This design comes from an exercise in tuning for small area and a short achievable clock period on the open sky130 flow, not from production work. Only simulation tests tie the RTL to the original design; equivalence was not proved.

==> flow/design.v <==
package mdu_pkg;
  typedef enum logic [3:0] {
    MDU_MULT  = 4'd1,
    MDU_MULTU = 4'd2,
    MDU_DIV   = 4'd3,
    MDU_DIVU  = 4'd4,
    MDU_MTHI  = 4'd5,
    MDU_MTLO  = 4'd6
  } mdu_op_e;
  typedef enum logic {
    S_IDLE = 1'b0,
    S_RUN  = 1'b1
  } mdu_state_e;
  localparam int unsigned MULT_CYCLES_DEF = 5;
  localparam int unsigned DIV_CYCLES_DEF  = 10;
endpackage
module mdu_booth_row (
  input  logic        ext_i,     
  input  logic        cin_i,     
  input  logic [32:0] acc_i,
  input  logic [32:0] m_i,
  input  logic [2:0]  y_i,
  output logic [32:0] acc_o,
  output logic [1:0]  p_o,
  output logic        c33_o      
);
  logic        neg, one, two;
  logic [34:0] a, mx, mx2, b, s;
  assign neg = y_i[2];
  assign one = y_i[1] ^ y_i[0];
  assign two = (y_i[2] & ~y_i[1] & ~y_i[0]) | (~y_i[2] & y_i[1] & y_i[0]);
  assign a   = {ext_i, ext_i, acc_i};
  assign mx  = {m_i[32], m_i[32], m_i};
  assign mx2 = {m_i[32], m_i, 1'b0};
  assign b   = (({35{one}} & mx) | ({35{two}} & mx2)) ^ {35{neg}};
  genvar k;
  generate
    for (k = 0; k < 35; k++) begin : g_fa
      logic ci, co;
      if (k == 0) begin : g_first
        assign ci = neg | cin_i;
      end else begin : g_next
        assign ci = g_fa[k-1].co;
      end
      assign s[k] = a[k] ^ b[k] ^ ci;
      assign co   = (a[k] & b[k]) | (a[k] & ci) | (b[k] & ci);
    end
  endgenerate
  assign acc_o = s[34:2];
  assign p_o   = s[1:0];
  assign c33_o = g_fa[32].co;
endmodule
module mdu_booth_step (
  input  logic [32:0] acc_i,
  input  logic [32:0] m_i,
  input  logic [6:0]  y_i,
  input  logic        sel_i,
  input  logic [32:0] acc2_i,
  input  logic        cin2_i,
  output logic [34:0] s2_o,
  output logic        c33_o,     
  output logic [32:0] acc_o,
  output logic [5:0]  p_o
);
  logic [32:0] a1, a2, b2;
  logic        c33_0, c33_1;
  assign b2 = ({33{sel_i}} & acc2_i) | ({33{~sel_i}} & a2);
  mdu_booth_row u_r0 (.ext_i(acc_i[32]), .cin_i(1'b0), .acc_i(acc_i), .m_i(m_i), .y_i(y_i[2:0]), .acc_o(a1), .p_o(p_o[1:0]), .c33_o(c33_0));
  mdu_booth_row u_r1 (.ext_i(a1[32]), .cin_i(1'b0), .acc_i(a1), .m_i(m_i), .y_i(y_i[4:2]), .acc_o(a2), .p_o(p_o[3:2]), .c33_o(c33_1));
  mdu_booth_row u_r2 (.ext_i(a2[32] & ~sel_i), .cin_i(cin2_i), .acc_i(b2), .m_i(m_i), .y_i(y_i[6:4]), .acc_o(acc_o), .p_o(p_o[5:4]), .c33_o(c33_o));
  assign s2_o = {acc_o, p_o[5:4]};
endmodule
module mdu_div_row (
  input  logic [31:0] r_i,
  input  logic        d_i,
  input  logic [31:0] x_i,
  input  logic        cin_i,
  output logic [31:0] r_o,
  output logic        q_o
);
  logic [32:0] p, t;
  assign p = {r_i, d_i};
  genvar k;
  generate
    for (k = 0; k < 32; k++) begin : g_fa
      logic ci, co;
      if (k == 0) begin : g_first
        assign ci = cin_i;
      end else begin : g_next
        assign ci = g_fa[k-1].co;
      end
      assign t[k] = p[k] ^ x_i[k] ^ ci;
      assign co   = (p[k] & x_i[k]) | (p[k] & ci) | (x_i[k] & ci);
    end
  endgenerate
  assign t[32] = ~(p[32] ^ g_fa[31].co);
  assign q_o = p[32] | g_fa[31].co;
  assign r_o = ({32{q_o}} & t[31:0]) | ({32{~q_o}} & p[31:0]);
endmodule
module mdu_div_step (
  input  logic [31:0] r_i,
  input  logic [2:0]  d_i,
  input  logic [31:0] x_i,
  input  logic        cin_i,
  output logic [31:0] r_o,
  output logic [2:0]  q_o
);
  logic [31:0] r1, r2;
  mdu_div_row u_r0 (.r_i(r_i), .d_i(d_i[2]), .x_i(x_i), .cin_i(cin_i), .r_o(r1),  .q_o(q_o[2]));
  mdu_div_row u_r1 (.r_i(r1),  .d_i(d_i[1]), .x_i(x_i), .cin_i(cin_i), .r_o(r2),  .q_o(q_o[1]));
  mdu_div_row u_r2 (.r_i(r2),  .d_i(d_i[0]), .x_i(x_i), .cin_i(cin_i), .r_o(r_o), .q_o(q_o[0]));
endmodule
module mdu_cneg (
  input  logic        en_i,
  input  logic [31:0] x_i,
  output logic [31:0] y_o
);
  genvar k;
  generate
    for (k = 0; k < 32; k++) begin : g_bit
      logic any_o;
      if (k == 0) begin : g_first
        assign y_o[k] = x_i[k];
        assign any_o  = x_i[k];
      end else begin : g_next
        assign y_o[k] = x_i[k] ^ (en_i & g_bit[k-1].any_o);
        assign any_o  = g_bit[k-1].any_o | x_i[k];
      end
    end
  endgenerate
endmodule
module mdu_ctrl #(
  parameter int unsigned MULT_CYCLES = mdu_pkg::MULT_CYCLES_DEF,
  parameter int unsigned DIV_CYCLES  = mdu_pkg::DIV_CYCLES_DEF
) (
  input  logic        clk,
  input  logic        reset,
  input  logic        start,
  input  logic [3:0]  op,
  input  logic [31:0] rs,
  input  logic [31:0] rt,
  input  logic        out_sel,
  input  logic        flush,
  output logic        busy,
  output logic [31:0] out
);
  logic        busy_q;
  logic [3:0]  cnt_q;
  logic        div_q;      
  logic        smul_q;     
  logic        aneg_q;     
  logic        cin_q;      
  logic        yprev_q;    
  logic [31:0] x_q;        
  logic        wr_q;       
  logic [32:0] a_q;        
  logic [31:0] q_q;        
  logic [31:0] hi_q, lo_q;
  logic        op_mul, op_div, op_smul, op_sdiv, accept;
  logic        qneg;
  logic        aneg, bneg;
  logic        last, fin, hold, mmode;
  logic [32:0] x_d, acc_in, acc_o;
  logic [34:0] s2;
  logic        dsel, c33;
  logic [6:0]  y_in;
  logic [5:0]  p_o;
  logic        dq3;
  logic [31:0] r3, r4;
  logic [2:0]  dq_o;
  logic        neg_en, nsel_rs, nsel_x, nsel_q;
  logic        hsel_n, hsel_m, hsel_h, lsel_n, lsel_m, lsel_q, lsel_h;
  logic [31:0] hi_d, lo_d;
  logic [31:0] neg_in, neg_out;
  assign op_mul  = (op == mdu_pkg::MDU_MULT) || (op == mdu_pkg::MDU_MULTU);
  assign op_div  = (op == mdu_pkg::MDU_DIV)  || (op == mdu_pkg::MDU_DIVU);
  assign op_smul = (op == mdu_pkg::MDU_MULT);
  assign op_sdiv = (op == mdu_pkg::MDU_DIV);
  assign accept  = start & ~flush & ~busy_q;
  assign aneg    = op_sdiv & rs[31];
  assign bneg    = op_sdiv & rt[31];
  assign last  = (cnt_q == 4'(MULT_CYCLES - 1));
  assign fin   = busy_q & (div_q ? (cnt_q == 4'(DIV_CYCLES - 1)) : last);
  assign hold  = cnt_q[3];
  assign mmode = busy_q ? ~div_q : ~op_div;
  assign x_d = busy_q ? {div_q | (smul_q & x_q[31]), x_q}
             : {op_div | (op_smul & rt[31]), rt ^ {32{op_div & ~bneg}}};
  assign qneg = aneg_q ^ ~cin_q;
  mdu_div_step u_div (
    .r_i   (a_q[31:0]),
    .d_i   (q_q[31:29]),
    .x_i   (x_q),
    .cin_i (cin_q),
    .r_o   (r3),
    .q_o   (dq_o)
  );
  assign dsel   = busy_q & div_q;
  assign acc_in = busy_q ? a_q : 33'd0;
  assign y_in   = ~busy_q ? {rs[5:0] & {6{~op_div}}, 1'b0}
                : div_q ? 7'b0010000
                : last ? {{4{smul_q & q_q[1]}}, q_q[1:0], yprev_q}
                : {q_q[5:0], yprev_q};
  mdu_booth_step u_mul (
    .acc_i (acc_in),
    .m_i   (x_d),
    .y_i   (y_in),
    .sel_i (dsel),
    .acc2_i({r3, q_q[28]}),
    .cin2_i(dsel & cin_q),
    .s2_o  (s2),
    .c33_o (c33),
    .acc_o (acc_o),
    .p_o   (p_o)
  );
  assign dq3 = c33;
  assign r4  = ({32{dq3}} & s2[31:0]) | ({32{~dq3}} & {r3[30:0], q_q[28]});
  assign nsel_rs = ~reset & ~busy_q;
  assign nsel_x  = ~reset & busy_q & div_q & cnt_q[0];
  assign nsel_q  = ~reset & busy_q & ~(div_q & cnt_q[0]);
  assign neg_in  = ({32{nsel_rs}} & rs) | ({32{nsel_x}} & x_q) | ({32{nsel_q}} & q_q);
  assign neg_en = ~busy_q ? aneg : (cnt_q[0] ? aneg_q : qneg);
  mdu_cneg u_neg (.en_i(neg_en), .x_i(neg_in), .y_o(neg_out));
  always_ff @(posedge clk) begin
    if (busy_q && div_q && hold && !cnt_q[0]) begin
      x_q <= a_q[31:0];
    end else begin
      x_q <= x_d[31:0];
    end
    if (!busy_q) begin
      cnt_q   <= 4'd0;
      div_q   <= op_div;
      smul_q  <= op_smul;
      aneg_q  <= aneg;
      wr_q    <= (rt != 32'd0);
      cin_q   <= ~bneg;
    end else begin
      cnt_q   <= cnt_q + 4'd1;
    end
    yprev_q <= busy_q ? q_q[5] : rs[5];
    if (!busy_q || !div_q) begin
      a_q <= acc_o;
    end else begin
      a_q <= {acc_o[32], r4};    
    end
    if (mmode) begin
      q_q <= {p_o, neg_out[31:6]};
    end else if (busy_q && !hold) begin
      q_q <= {q_q[27:0], dq_o, dq3};
    end else begin
      q_q <= neg_out;
    end
  end
  always_ff @(posedge clk) begin
    if (reset) begin
      busy_q <= 1'b0;
    end else if (!busy_q) begin
      busy_q <= accept & (op_mul | op_div);
    end else if (fin) begin
      busy_q <= 1'b0;
    end
  end
  assign hsel_n = reset | (~busy_q & accept & (op == mdu_pkg::MDU_MTHI)) | (fin & div_q & wr_q);
  assign hsel_m = ~reset & fin & ~div_q;
  assign hsel_h = ~hsel_n & ~hsel_m;
  assign lsel_n = reset | (~busy_q & accept & (op == mdu_pkg::MDU_MTLO));
  assign lsel_m = ~reset & fin & ~div_q;
  assign lsel_q = ~reset & fin & div_q & wr_q;
  assign lsel_h = ~lsel_n & ~lsel_m & ~lsel_q;
  assign hi_d = ({32{hsel_n}} & neg_out) | ({32{hsel_m}} & {acc_o[27:0], p_o[5:2]})
              | ({32{hsel_h}} & hi_q);
  assign lo_d = ({32{lsel_n}} & neg_out) | ({32{lsel_m}} & {p_o[1:0], q_q[31:2]})
              | ({32{lsel_q}} & q_q) | ({32{lsel_h}} & lo_q);
  always_ff @(posedge clk) begin
    hi_q <= hi_d;
    lo_q <= lo_d;
  end
  assign out  = out_sel ? lo_q : hi_q;
  assign busy = busy_q;
endmodule
clock: 150.0 ns
lec_check: 0
abc_area: 1
cap_margin: 20
core_margin: 2
core_utilization: 40
slew_margin: 20
standard.sh (not shown) runs the stock make flow with config.mk's settings and CLKGATE_MAP_FILE= SYNTH_SCRIPT=/design/flow/synth_recipe.tcl, a recipe that flattens the netlist after the stock synthesis.
==> flow/flow/run.sh <==
#!/bin/bash
# Layout flow: the standard flow (standard.sh) with these changes:
#  - synthesis maps with flow/abc_area.script, an area-oriented ABC script,
#  - synthesis skips Yosys's early generic ABC pass (SYNTH_ARGS=-noabc), so
#    the full adders written in the RTL reach extract_fa as written,
#  - the port buffers are buf_1 cells,
#  - clock tree synthesis uses clkbuf_4/clkbuf_8, larger sink clusters and no
#    dummy loads.
# Every tool's output stays in the ORFS logs under orfs/logs; make's own output
# goes to flow_make.log.
set -euo pipefail
rm -rf scripts_local
cp -r "$FLOW_HOME/scripts" scripts_local
cp flow/abc_area.script scripts_local/abc_area.script
bash standard.sh SCRIPTS_DIR="$PWD/scripts_local" SYNTH_ARGS=-noabc \
  "BUFFER_PORTS_ARGS=-buffer_cell sky130_fd_sc_hd__buf_1" SETUP_SLACK_MARGIN=88.6 \
  "CTS_ARGS=-sink_clustering_enable -repair_clock_nets -dont_use_dummy_load -buf_list {sky130_fd_sc_hd__clkbuf_4 sky130_fd_sc_hd__clkbuf_8} -sink_clustering_size 30 -sink_clustering_max_diameter 100" \
  finish > flow_make.log 2>&1
==> flow/flow/abc_area.script <==
strash
&get -n
&st
&dch
&nf -R 1000
&put
strash
dch
amap
strash
dch
amap
Rerun with:
--- a/flow/design.v
+++ b/flow/design.v
@@ -168,10 +168,8 @@
   logic        dq3;
   logic [31:0] r3, r4;
   logic [2:0]  dq_o;
   logic        neg_en, nsel_rs, nsel_x, nsel_q;
-  logic        hsel_n, hsel_m, hsel_h, lsel_n, lsel_m, lsel_q, lsel_h;
-  logic [31:0] hi_d, lo_d;
   logic [31:0] neg_in, neg_out;
   assign op_mul  = (op == mdu_pkg::MDU_MULT) || (op == mdu_pkg::MDU_MULTU);
   assign op_div  = (op == mdu_pkg::MDU_DIV)  || (op == mdu_pkg::MDU_DIVU);
   assign op_smul = (op == mdu_pkg::MDU_MULT);
@@ -258,22 +256,22 @@
     end else if (fin) begin
       busy_q <= 1'b0;
     end
   end
-  assign hsel_n = reset | (~busy_q & accept & (op == mdu_pkg::MDU_MTHI)) | (fin & div_q & wr_q);
-  assign hsel_m = ~reset & fin & ~div_q;
-  assign hsel_h = ~hsel_n & ~hsel_m;
-  assign lsel_n = reset | (~busy_q & accept & (op == mdu_pkg::MDU_MTLO));
-  assign lsel_m = ~reset & fin & ~div_q;
-  assign lsel_q = ~reset & fin & div_q & wr_q;
-  assign lsel_h = ~lsel_n & ~lsel_m & ~lsel_q;
-  assign hi_d = ({32{hsel_n}} & neg_out) | ({32{hsel_m}} & {acc_o[27:0], p_o[5:2]})
-              | ({32{hsel_h}} & hi_q);
-  assign lo_d = ({32{lsel_n}} & neg_out) | ({32{lsel_m}} & {p_o[1:0], q_q[31:2]})
-              | ({32{lsel_q}} & q_q) | ({32{lsel_h}} & lo_q);
   always_ff @(posedge clk) begin
-    hi_q <= hi_d;
-    lo_q <= lo_d;
+    if (reset || (!busy_q && accept && op == mdu_pkg::MDU_MTHI) ||
+        (fin && div_q && wr_q)) begin
+      hi_q <= neg_out;
+    end else if (fin && !div_q) begin
+      hi_q <= {acc_o[27:0], p_o[5:2]};
+    end
+    if (reset || (!busy_q && accept && op == mdu_pkg::MDU_MTLO)) begin
+      lo_q <= neg_out;
+    end else if (fin && !div_q) begin
+      lo_q <= {p_o[1:0], q_q[31:2]};
+    end else if (fin && wr_q) begin
+      lo_q <= q_q;
+    end
   end
   assign out  = out_sel ? lo_q : hi_q;
   assign busy = busy_q;
 endmodule
Critical path depth came out lower by 1.
Cell count came out lower by about 1.2%.
Die area came out higher by about 2.2%.
Routed wire length came out lower by about 4.4%.
Sequential share of layout area came out higher by 3.3 points.
Area after synthesis came out higher by 2.2%.
Register-to-register slack got worse by 0.28 ns.
Cell area came out higher by 2.0%.
Hold slack improved by 0.049 ns.
Core utilization came out lower by 0.27 points.
Worst setup slack improved by 0.24 ns.
Clock skew came out higher by 0.0052 ns.

==> afterwards: timing with drivers on the ports <==
Ports are ideal in the flow. The routed layouts listed here were re-timed in OpenROAD.
Step 1 sets driving cells, clkbuf_16 on the clock port and buf_2 on the other inputs (assumed; they add their load-dependent delay and slew).
Step 2 moves the port delays by t, midway between the first and last clock arrival at a register: inputs arrive t later, outputs are due t later. That takes back most of the time a late clock gives input paths.
a / b / c = no drivers / after step 1 / after step 2; a / b = the first two.
run | shift t [ns] | setup slack, ns | worst hold slack (ns) | cell pins on the clock port's net
the first run | 0.540 | 88.753 / 88.730 / 88.730 | 0.476 / 0.476 / 0.476 | 1
the second run | 0.516 | 88.991 / 88.969 / 88.969 | 0.525 / 0.525 / 0.525 | 1
After both steps every run listed still meets setup and hold. The setup slack of the first run, which loses most, moves by -0.023 ns with the drivers and by -0.023 ns with both steps.
